This is an optimization exercise on Yosys and OpenROAD, whose aim is small area, a short achievable clock period and few clock cycles per item, not a production implementation.
RTL that was checked went through simulation tests only; none was proved equivalent to the original.

## iir_df1_biquad_axis
module iir_df1_biquad_axis
#(
    parameter int unsigned coeff_width  = 16,
    parameter int unsigned inout_width  = 16,
    parameter int unsigned scale_factor = 14,
    parameter int          a1_int_coeff = -31880,
    parameter int          a2_int_coeff = 15531,
    parameter int          bo_int_coeff = 167,
    parameter int          b1_int_coeff = -302,
    parameter int          b2_int_coeff = 167
) (
    input  logic                          clk,
    input  logic                          rst,
    input  logic                          s_axis_tvalid,
    input  logic signed [inout_width-1:0] s_axis_tdata,
    output logic                          m_axis_tready,
    output logic signed [inout_width-1:0] m_axis_tdata,
    output logic                          m_axis_tvalid
);
    logic        v1_q, v2_q, v3_q;        
    logic [15:0] hx1_q, hx2_q;            
    logic [15:0] y1_q;                    
    logic [15:0] yb_q;                    
    logic signed [17:0] r, t_d, t_q;
    logic [31:0]  ga_d, ga_q;
    logic [31:14] gb_d, gb_q;
    logic         gc_d, gc_q;
    logic [31:14] acc;
    logic [15:0]  y_sat;
    assign r   = 18'(signed'(hx2_q)) - 18'(signed'(hx1_q)) * 18'sd2;
    assign t_d = 18'(signed'(s_axis_tdata)) + r;
    iir_sum_g u_g (.t(t_q), .x1(hx2_q), .y2(yb_q), .sa(ga_d), .sb(gb_d), .c(gc_d));
    iir_sum_loop u_loop (.ga(ga_q), .gb(gb_q), .c(gc_q), .y1(y1_q), .s(acc));
    iir_biquad_sat #(.acc_width(32), .inout_width(16), .scale_factor(14)) u_sat (
        .acc (acc),
        .y   (y_sat)
    );
    always_ff @(posedge clk) begin
        t_q  <= t_d;
        ga_q <= ga_d;
        gb_q <= gb_d;
        gc_q <= gc_d;
        if (rst) begin
            v1_q  <= 1'b0;
            v2_q  <= 1'b0;
            v3_q  <= 1'b0;
            hx1_q <= '0;
            hx2_q <= '0;
            y1_q  <= '0;
            yb_q  <= '0;
        end else begin
            v1_q <= s_axis_tvalid;
            v2_q <= v1_q;
            v3_q <= v2_q;
            if (s_axis_tvalid) begin
                hx1_q <= s_axis_tdata;
                hx2_q <= hx1_q;
            end
            if (v2_q) begin
                y1_q <= y_sat;
            end
            if (v1_q && v2_q) begin
                yb_q <= y_sat;
            end else if (v1_q || v2_q) begin
  ...
clock: 7.0 ns
lec_check: 0
cap_margin: 20
core_margin: 2
core_utilization: 40
setup_slack_margin: 3.3
slew_margin: 20
run.sh (not shown) runs the stock make flow with config.mk's settings and CLKGATE_MAP_FILE= SYNTH_SCRIPT=/design/flow/synth_recipe.tcl, a recipe that flattens the netlist after the stock synthesis.
Testbench counts at the start, summed over its fixed seeds: cycles 24,024, items 24,000.
Next try:
Settings changed: ABC_AREA set to 1, SETUP_SLACK_MARGIN 3.3 to 2.8.
=> Global-route usage drops by 0.71 points; core utilization drops by 1.6 points; non-clock buffer count came out lower by 28; final cell count increases by 12%; die area grows by 4.5%; final area stays flat.

oak:
Another version of the RTL of iir_df1_biquad_axis (not shown whole).
Size: roughly 1,300 cells after synthesis, ~37 I/O pins, about 12,000 µm² of cells after synthesis.
Settings: LEC_CHECK=0, ABC_AREA=1, CAP_MARGIN=20, CORE_MARGIN=2, CORE_UTILIZATION=40, CTS_BUF_LIST=sky130_fd_sc_hd__clkbuf_8, SETUP_SLACK_MARGIN=3.0, SLEW_MARGIN=20, SYNTH_HIERARCHICAL=1, SYNTH_MINIMUM_KEEP_SIZE=0; clock period 7.0 ns.
standard.sh (not shown) runs the stock make flow with config.mk's settings and CLKGATE_MAP_FILE= SYNTH_SCRIPT=/design/flow/synth_recipe.tcl, a recipe that flattens the netlist after the stock synthesis.
==> flow/flow/run.sh <==
#!/bin/bash
# The standard layout (standard.sh: the ORFS flow, standard synthesis included), with
# one change: the buffers placed on the input and output ports are buf_2 cells instead of
# the delay buffers buffer_ports picks by default. Every port still gets its buffer.
set -euo pipefail
export BUFFER_PORTS_ARGS="-buffer_cell sky130_fd_sc_hd__buf_2"
bash standard.sh finish > standard_flow.log 2>&1
oak finished every stage and its layout cleared the timing, DRC and antenna checks.
Testbench counts of oak, summed over its fixed seeds: cycles 24,024, items 24,000.
The inputs of pine differ from those of oak as listed below.
- an added PLACE_DENSITY of 0.8
==> flow/run.sh (new file) <==
#!/bin/bash
# synth_recipe.tcl (not shown) runs the flow's synth.tcl, then flattens the netlist and writes it again
# the make line also repeats each setting of config.mk as NAME=value (left out here)
make -C /OpenROAD-flow-scripts/flow DESIGN_CONFIG=/design/flow/config.mk WORK_HOME=/design/flow/orfs CLKGATE_MAP_FILE= SYNTH_SCRIPT=/design/flow/synth_recipe.tcl finish
removed: flow/flow/run.sh
removed: flow/standard.sh
[summary]
Detailed-routed wire length on met2 ends up higher on pine.
Summary of pine over oak: hold buffer count at CTS closely matched the old numbers, layout overhead on the synthesized area increased by 2.2 points relative to the old numbers, final design instance area without fill increased by 2.0% relative to the old numbers, combined flip-flop and latch cell area increased by about 0.37% relative to the old numbers.
Complex-gate fraction of the synthesized area: pine vs oak identical
The register-to-register setup slack of pine falls short of that of oak by 0.04 ns.
pine vs oak, origin of the worst setup path: yb_q[3] vs yb_q[1]
Changes in birch relative to pine:
- a change of SETUP_SLACK_MARGIN from 3.0 to 3.2
- a deleted PLACE_DENSITY that had been 0.8
- a deleted CTS_BUF_LIST that had been sky130_fd_sc_hd__clkbuf_8
### Flow results
The worst-case clock skew of pine and that of birch are within noise of each other.
birch: final critical delay including setup and external delays 0.13 ns below pine
pine → birch: transition time at the pin with the least slew margin +0.085 ns, setup slack at placement higher, cell area grew by 2.2%.
Compared with pine, birch shows final cell count without fillers higher by 0.70%.
y1_q[11] as the launching instance or port of the critical path was reported by birch, and yb_q[3] by pine.
birch ended with less register share of the cell area than pine.

## run 1
Starting RTL as in the previous note.
## iir_df1_biquad_axis
module iir_df1_biquad_axis
#(
    parameter int unsigned coeff_width  = 16,
    parameter int unsigned inout_width  = 16,
    parameter int unsigned scale_factor = 14,
    parameter int          a1_int_coeff = -31880,
    parameter int          a2_int_coeff = 15531,
    parameter int          bo_int_coeff = 167,
    parameter int          b1_int_coeff = -302,
    parameter int          b2_int_coeff = 167
) (
    input  logic                          clk,
    input  logic                          rst,
    input  logic                          s_axis_tvalid,
    input  logic signed [inout_width-1:0] s_axis_tdata,
    output logic                          m_axis_tready,
    output logic signed [inout_width-1:0] m_axis_tdata,
    output logic                          m_axis_tvalid
);
make LEC_CHECK=0 ABC_AREA=1 CAP_MARGIN=20 CORE_MARGIN=2 CORE_UTILIZATION=40 SETUP_SLACK_MARGIN=3.4 SLEW_MARGIN=20 SYNTH_HIERARCHICAL=1 SYNTH_MINIMUM_KEEP_SIZE=0 finish   # period 7.0 ns
run.sh (not shown) runs the stock make flow with config.mk's settings and CLKGATE_MAP_FILE= SYNTH_SCRIPT=/design/flow/synth_recipe.tcl, a recipe that flattens the netlist after the stock synthesis.
Stock flow here: none of the scripts above is used.
Testbench counts of run 1, summed over its fixed seeds: cycles 24,024, items 24,000.
--- input diff run 1..run 2 ---
Settings: SETUP_SLACK_MARGIN: 3.4 -> 2.8; CTS_BUF_LIST: unset -> sky130_fd_sc_hd__clkbuf_8.
--- outcome ---
Run 2 vs run 1, cell with the largest stage delay on the worst path: sky130_fd_sc_hd__dfxtp_1 vs sky130_fd_sc_hd__fa_2
Going from run 1 to run 2, final area shrank by a few percent.
Run 1 → run 2: clock-pin slew on the worst setup and hold paths has increased; share of flip-flops with an asynchronous set or reset has remained practically unchanged; critical path depth has increased; wire length reported by the detailed router has decreased.
Setup changes, run 2 to run 3
Settings: changing SETUP_SLACK_MARGIN from 2.8 to 3.0; setting GPL_ROUTABILITY_DRIVEN to 0 for the first time.
- Run 3 finished every stage and its layout cleared the timing, DRC and antenna checks.
- Compared run 3 against run 2; fraction of area in multi-input gates within noise.
- | setup slack | run 3 vs run 2 | 0.30 ns higher |
- Per-cell via count in the routed design: run 3 vs run 2, no meaningful difference
- Summary of run 3 over run 2: number of ports placed on the die boundary did not really move, post-route core utilization flat.
- Against run 2, run 3 comes in 0.30 ns lower on minimum period implied by the final worst setup slack.
Setup changes, run 3 to run 4
Settings: putting CTS_CLUSTER_SIZE at 25 where nothing was set; putting CTS_CLUSTER_DIAMETER at 80 where nothing was set; clearing GPL_ROUTABILITY_DRIVEN, which used to be 0.
Findings:
~same total negative slack in run 3 and run 4
From run 3 to run 4, minimum period implied by the final worst setup slack did not move at all.
Re depth of the worst hold-timing path: no difference whatsoever between run 4 and run 3.
For met2 wire length, run 4 and run 3 come out practically identical.
Comparing run 4 against run 3, there is no change at all in initial core utilization.
### run 4 -> run 5
Settings: CTS_CLUSTER_SIZE removed (was 25); CTS_CLUSTER_DIAMETER removed (was 80).
Notes after the runs:
- Run 5 ran to completion and came out clean on the timing, DRC and antenna checks.
- Delta (run 5 minus run 4): final setup violation count neither gained nor lost much, full die area neither gained nor lost much, largest net degree at the start of global routing neither gained nor lost much, transition at the pin with the smallest max-transition slack neither gained nor lost much.
- Run 4 -> run 5: count of inserted tapcells delta 0, exact match
- In terms of minimum setup slack in the final design, run 5 and run 4 differ only marginally.
- Re sequential share of layout area: no difference whatsoever between run 4 and run 5.
- On critical path data required time, run 5 tracks run 4 almost exactly.

## onyx
Another version of the RTL of iir_df1_biquad_axis (not shown whole).
Size: ~1,400 cells after synthesis, ~130 flip-flops, ~37 I/O pins.
make LEC_CHECK=0 ABC_AREA=1 CAP_MARGIN=20 CORE_MARGIN=2 CORE_UTILIZATION=40 SETUP_SLACK_MARGIN=3.3 SLEW_MARGIN=20 SYNTH_HIERARCHICAL=1 SYNTH_MINIMUM_KEEP_SIZE=0 finish   # period 7.0 ns
Having completed the whole flow, onyx delivered a layout that passed the timing, DRC and antenna checks.
--- input diff onyx..cedar ---
Settings: a change of SETUP_SLACK_MARGIN from 3.3 to 3.6.
==> results.txt <==
onyx: no failed stages, no open violations at the end. Per the final summary, cedar finished and its layout is clean on timing, DRC and antenna. Reported for cedar and onyx, sequential cell count turned out identical to the last digit. cedar against onyx: global-route wire length before repair moved up, worst setup slack moved down, signal arrival time at the worst endpoint level.
Function was not checked in any run of this note: the RTL went through the layout flow alone.

[port drivers added, routing unchanged]
The results above use ideal ports. As a check the final layouts listed here were re-extracted and re-timed, cells and wires unchanged.
Step 1 assumes that a clkbuf_16 drives the clock port and a buf_2 every other input.
Step 2 also shifts input and output timing later by t, the mid clock arrival at the registers, as if the neighbouring blocks saw the same clock.
Three values: no drivers, after step 1, after step 2; two values: the first two.
run	t, ns	slack for setup (ns)	worst slew at a driven data input, ns
the first run of note 1	0.469	2.531 / 2.531 / 2.531	0.03
the second run of note 1	0.471	2.959 / 2.959 / 2.734	0.03
oak	0.489	3.290 / 3.290 / 3.290	0.05
pine	0.490	3.254 / 3.254 / 3.125	0.03
birch	0.472	3.387 / 3.387 / 3.101	0.04
run 1	0.471	3.410 / 3.410 / 3.181	0.04
run 2	0.486	3.050 / 3.050 / 3.050	0.04
run 3	0.487	3.346 / 3.346 / 3.094	0.04
run 4	0.487	3.346 / 3.346 / 3.094	0.04
run 5	0.487	3.346 / 3.346 / 3.094	0.04
onyx	0.465	3.363 / 3.363 / 3.142	0.03
cedar	0.469	3.350 / 3.350 / 3.201	0.03
After both steps setup and hold are still met in every run listed. The setup slack of birch, which loses most, moves by 0.000 ns with the drivers and by -0.286 ns with both steps.
